This is an optimization exercise on Yosys and OpenROAD, whose aim is small area and a short achievable clock period, not a production implementation. The RTL was checked by simulation tests, not by an equivalence proof against the original design. Power and IR drop assume default switching activity. The clock port is modelled as an ideal driver; clocking choices that lean on that would not hold on a real chip.

Setup of the baseline:
## mem_wb_stage
module mem_wb_stage #(
    parameter int ADDR_W = 6,
    parameter int DATA_W = 32
) (
    input  logic              clk,
    input  logic              reset,
    input  logic              stall,
    input  logic [DATA_W-1:0] alu_result_in,
    input  logic [DATA_W-1:0] write_data_in,
    input  logic [4:0]        write_reg_in,
    input  logic              mem_read_in,
    input  logic              mem_write_in,
    input  logic              mem_to_reg_in,
    input  logic              reg_write_in,
    output logic [DATA_W-1:0] wb_data_out,
    output logic [4:0]        wb_reg_out,
    output logic              wb_regwrite_out,
    output logic              mem_fault_out,
    output logic              init_busy_out
);
    localparam int DEPTH = 1 << ADDR_W;
    logic                init_q;
    logic                busy_q;       
    logic [3:0]          wen_q;        
    logic [ADDR_W-1:0]   clr_ptr_q;
    logic [DATA_W-1:0]   ram_q [DEPTH];
  ...
Size in the first run: about 2100 flip-flops.
Settings: LEC_CHECK=0, CAP_MARGIN=20, CORE_MARGIN=2, CORE_UTILIZATION=50, PLACE_DENSITY=0.7, SETUP_SLACK_MARGIN=2.0, SLEW_MARGIN=20, SYNTH_HIERARCHICAL=1, TNS_END_PERCENT=0; clock period 4.0 ns.
standard.sh (not shown) runs the stock make flow with config.mk's settings and CLKGATE_MAP_FILE= SYNTH_SCRIPT=/design/flow/synth_recipe.tcl, a recipe that flattens the netlist after the stock synthesis.
==> flow/flow/run.sh <==
#!/bin/bash
# Standard layout with a few ORFS knobs changed:
#  - ports are buffered with plain buffers (not delay cells), and timing repair may resize
#    across cell footprints, so input/output buffers on critical paths can be upsized;
#  - the floorplan-stage repair loop is skipped (the netlist has no ABC buffers to remove);
#  - CTS does not add dummy loads and clusters up to 30 sinks within 80 um per leaf buffer.
# The make output goes to std_flow.log here; each ORFS step logs under orfs/logs/.
set -euo pipefail
bash standard.sh \
  REMOVE_ABC_BUFFERS=1 \
  MATCH_CELL_FOOTPRINT=0 \
  "BUFFER_PORTS_ARGS=-buffer_cell sky130_fd_sc_hd__buf_2" \
  "CTS_ARGS=-sink_clustering_enable -repair_clock_nets -dont_use_dummy_load -sink_clustering_size 30 -sink_clustering_max_diameter 80" \
  finish > std_flow.log 2>&1
No stage failed in the baseline, and the final checks on the layout all came back clean.
Relative to the baseline, the following input files were edited for the candidate:
- changing PLACE_DENSITY from 0.7 to 0.6
- changing TNS_END_PERCENT from 0 to 5
- changing CORE_UTILIZATION from 50 to 40
- changing SETUP_SLACK_MARGIN from 2.0 to 1.9
Results
Core util | the candidate vs the baseline | the candidate lower. As of the candidate, detailed placer's ending HPWL had risen slightly compared to the baseline. Die height was lower in the run labelled the baseline. Reported for the candidate and the baseline, flip-flop and latch count turned out identical to the last digit. On clock latency at the later pin of the worst-skew pair, the candidate and the baseline are basically level.

* * *

Another version of the RTL of mem_wb_stage (not shown whole).
Size in the first run: about 4500 cells after synthesis, ~120 I/O pins, ~0.076 mm² of cells after synthesis.
export LEC_CHECK = 0
export CAP_MARGIN = 10
export CORE_MARGIN = 2
export CORE_UTILIZATION = 50
export PLACE_DENSITY = 0.7
export SETUP_SLACK_MARGIN = 2.0
export SLEW_MARGIN = 10
export SYNTH_HIERARCHICAL = 1
export TNS_END_PERCENT = 10
create_clock -name core_clock -period 4.0 [get_ports {clk}]
Scripts as last shown in full above: flow/flow/run.sh
Then changed:
CAP_MARGIN = 20   (was 10)
SETUP_SLACK_MARGIN = 1.9   (was 2.0)
SLEW_MARGIN = 20   (was 10)
TNS_END_PERCENT = 5   (was 10)
Effect:
- design area decreases by 2.2%
- sequential power barely changes
- power stays flat
- worst setup slack gains 0.071 ns
- non-clock buffer count decreases by 72
- clock skew decreases by 0.025 ns
- area after synthesis is unchanged

* * *

alpha:
mem_wb_stage, a different RTL version from the one above (not shown whole).
Size: ~4600 cells after synthesis, about 2100 flip-flops, about 120 I/O pins.
Design mem_wb_stage, start of the top module:
module mem_wb_stage #(
    parameter int ADDR_W = 6,
    parameter int DATA_W = 32
) (
    input  logic              clk,
    input  logic              reset,
    input  logic              stall,
    input  logic [DATA_W-1:0] alu_result_in,
    input  logic [DATA_W-1:0] write_data_in,
    input  logic [4:0]        write_reg_in,
    input  logic              mem_read_in,
    input  logic              mem_write_in,
    input  logic              mem_to_reg_in,
    input  logic              reg_write_in,
    output logic [DATA_W-1:0] wb_data_out,
    output logic [4:0]        wb_reg_out,
    output logic              wb_regwrite_out,
    output logic              mem_fault_out,
    output logic              init_busy_out
);
Settings: LEC_CHECK=0, CAP_MARGIN=20, CORE_MARGIN=2, CORE_UTILIZATION=56, PLACE_DENSITY=0.75, SETUP_SLACK_MARGIN=1.9, SLEW_MARGIN=20, SYNTH_HIERARCHICAL=1, TNS_END_PERCENT=5; clock period 4.0 ns.
Scripts as last shown in full above: flow/flow/run.sh
Modified inputs, beta compared to alpha
==> flow/flow/run.sh <==
#!/bin/bash
# Standard layout with a few ORFS knobs changed:
#  - ports are buffered with plain buffers (not delay cells), and timing repair may resize
#    across cell footprints, so input/output buffers on critical paths can be upsized;
#  - the floorplan-stage repair loop is skipped (the netlist has no ABC buffers to remove);
#  - CTS does not add dummy loads and clusters up to 25 sinks within 70 um per leaf buffer.
# The make output goes to std_flow.log here; each ORFS step logs under orfs/logs/.
set -euo pipefail
bash standard.sh \
  REMOVE_ABC_BUFFERS=1 \
  MATCH_CELL_FOOTPRINT=0 \
  "BUFFER_PORTS_ARGS=-buffer_cell sky130_fd_sc_hd__buf_2" \
  "CTS_ARGS=-sink_clustering_enable -repair_clock_nets -dont_use_dummy_load -sink_clustering_size 25 -sink_clustering_max_diameter 70" \
  finish > std_flow.log 2>&1
[summary]
Summary of beta over alpha: number of search-and-repair iterations in the first detailed-routing pass dropped 5; total power of the final layout climbed 0.0010 W; fraction of the cycle the final worst path needs dropped 0.80 points; share of power burned in registers dropped 1.9 points.
[compare] base=alpha new=beta: maximum cell stage delay along the critical path has increased, fraction of the core area covered by cells at the end of the flow up 0.17 points, post-detailed-route via-to-cell ratio now smaller.
Of the two values seen for library cell contributing the largest single delay on the critical path, sky130_fd_sc_hd__nor3b_4 was produced by alpha and sky130_fd_sc_hd__a222oi_1 by beta.
The lower length in cells of the worst reg-to-reg path came out of beta.
diff inputs: beta => gamma
==> flow/flow/run.sh <==
#!/bin/bash
# Standard layout with a few ORFS knobs changed:
#  - ports are buffered with plain buffers (not delay cells), and timing repair may resize
#    across cell footprints, so input/output buffers on critical paths can be upsized;
#  - the floorplan-stage repair loop is skipped (the netlist has no ABC buffers to remove);
#  - CTS does not add dummy loads and clusters up to 30 sinks within 80 um per leaf buffer.
# The make output goes to std_flow.log here; each ORFS step logs under orfs/logs/.
set -euo pipefail
bash standard.sh \
  REMOVE_ABC_BUFFERS=1 \
  MATCH_CELL_FOOTPRINT=0 \
  "BUFFER_PORTS_ARGS=-buffer_cell sky130_fd_sc_hd__buf_2" \
  "CTS_ARGS=-sink_clustering_enable -repair_clock_nets -dont_use_dummy_load -sink_clustering_size 30 -sink_clustering_max_diameter 80" \
  finish > std_flow.log 2>&1
--- a/flow/config.mk
+++ b/flow/config.mk
@@ -8,6 +8,6 @@
 export CAP_MARGIN = 20
 export CORE_MARGIN = 2
-export CORE_UTILIZATION = 56
-export PLACE_DENSITY = 0.75
+export CORE_UTILIZATION = 62
+export PLACE_DENSITY = 0.8
 export SETUP_SLACK_MARGIN = 1.9
 export SLEW_MARGIN = 20
Findings:
[compare] base=beta new=gamma: power density over the cells has decreased, total number of vias higher. Internal power component is lower on gamma. Compared with beta, gamma shows a setup slack that is 0.088 ns lower. gamma vs. beta: clock network power share shows a reduction of 2.0 points, cell count lower.
Edits applied to the flow inputs when going from gamma to delta:
--- a/flow/config.mk
+++ b/flow/config.mk
@@ -8,6 +8,6 @@
 export CAP_MARGIN = 20
 export CORE_MARGIN = 2
-export CORE_UTILIZATION = 62
-export PLACE_DENSITY = 0.8
+export CORE_UTILIZATION = 50
+export PLACE_DENSITY = 0.7
 export SETUP_SLACK_MARGIN = 1.9
 export SLEW_MARGIN = 20
Notes after the runs:
Overall power was lower in the run labelled delta. Post-route cell area in delta is 0.31% above gamma. On final cell count without fillers: delta sits above gamma. Of delta and gamma, the run reporting the lower layout buffering overhead excluding clock cells was gamma. Max growth of design area from synthesis to finish across delta and gamma: delta. Critical path depth in cells in delta is 2 below gamma. Compared to gamma, the router laid down less metal wire for delta.

afterwards: timing with drivers on the ports:
In the flow no input, the clock included, has a driving cell. The finished layouts below were timed again as built, in two steps.
Step 1 sets driving cells, clkbuf_16 on the clock port and buf_2 on the other inputs (assumed; they add their load-dependent delay and slew).
Step 2 also shifts input and output timing later by t, the mid clock arrival at the registers, as if the neighbouring blocks saw the same clock.
a / b / c = ideal ports / drivers / drivers and shift; a / b = the first two.
run | t, ns | setup slack, ns | slew at the worst register clock pin (ns) | pins driven straight from the clock port
the baseline | 0.815 | 1.506 / 1.453 / 0.687 | 0.11 / 0.11 | 1
the candidate | 0.823 | 1.508 / 1.508 / 0.797 | 0.12 / 0.12 | 1
the first run of note 2 | 0.794 | 1.611 / 1.611 / 0.858 | 0.12 / 0.12 | 1
the second run of note 2 | 0.787 | 1.682 / 1.670 / 0.894 | 0.11 / 0.11 | 1
alpha | 0.784 | 1.704 / 1.656 / 0.872 | 0.12 / 0.12 | 1
beta | 0.815 | 1.736 / 1.555 / 0.740 | 0.10 / 0.10 | 1
gamma | 0.774 | 1.647 / 1.616 / 0.842 | 0.12 / 0.12 | 1
delta | 0.791 | 1.624 / 1.633 / 0.872 | 0.12 / 0.12 | 1
After both steps setup and hold are still met in every run listed. The setup slack of beta, which loses most, moves by -0.181 ns with the drivers and by -0.996 ns with both steps.
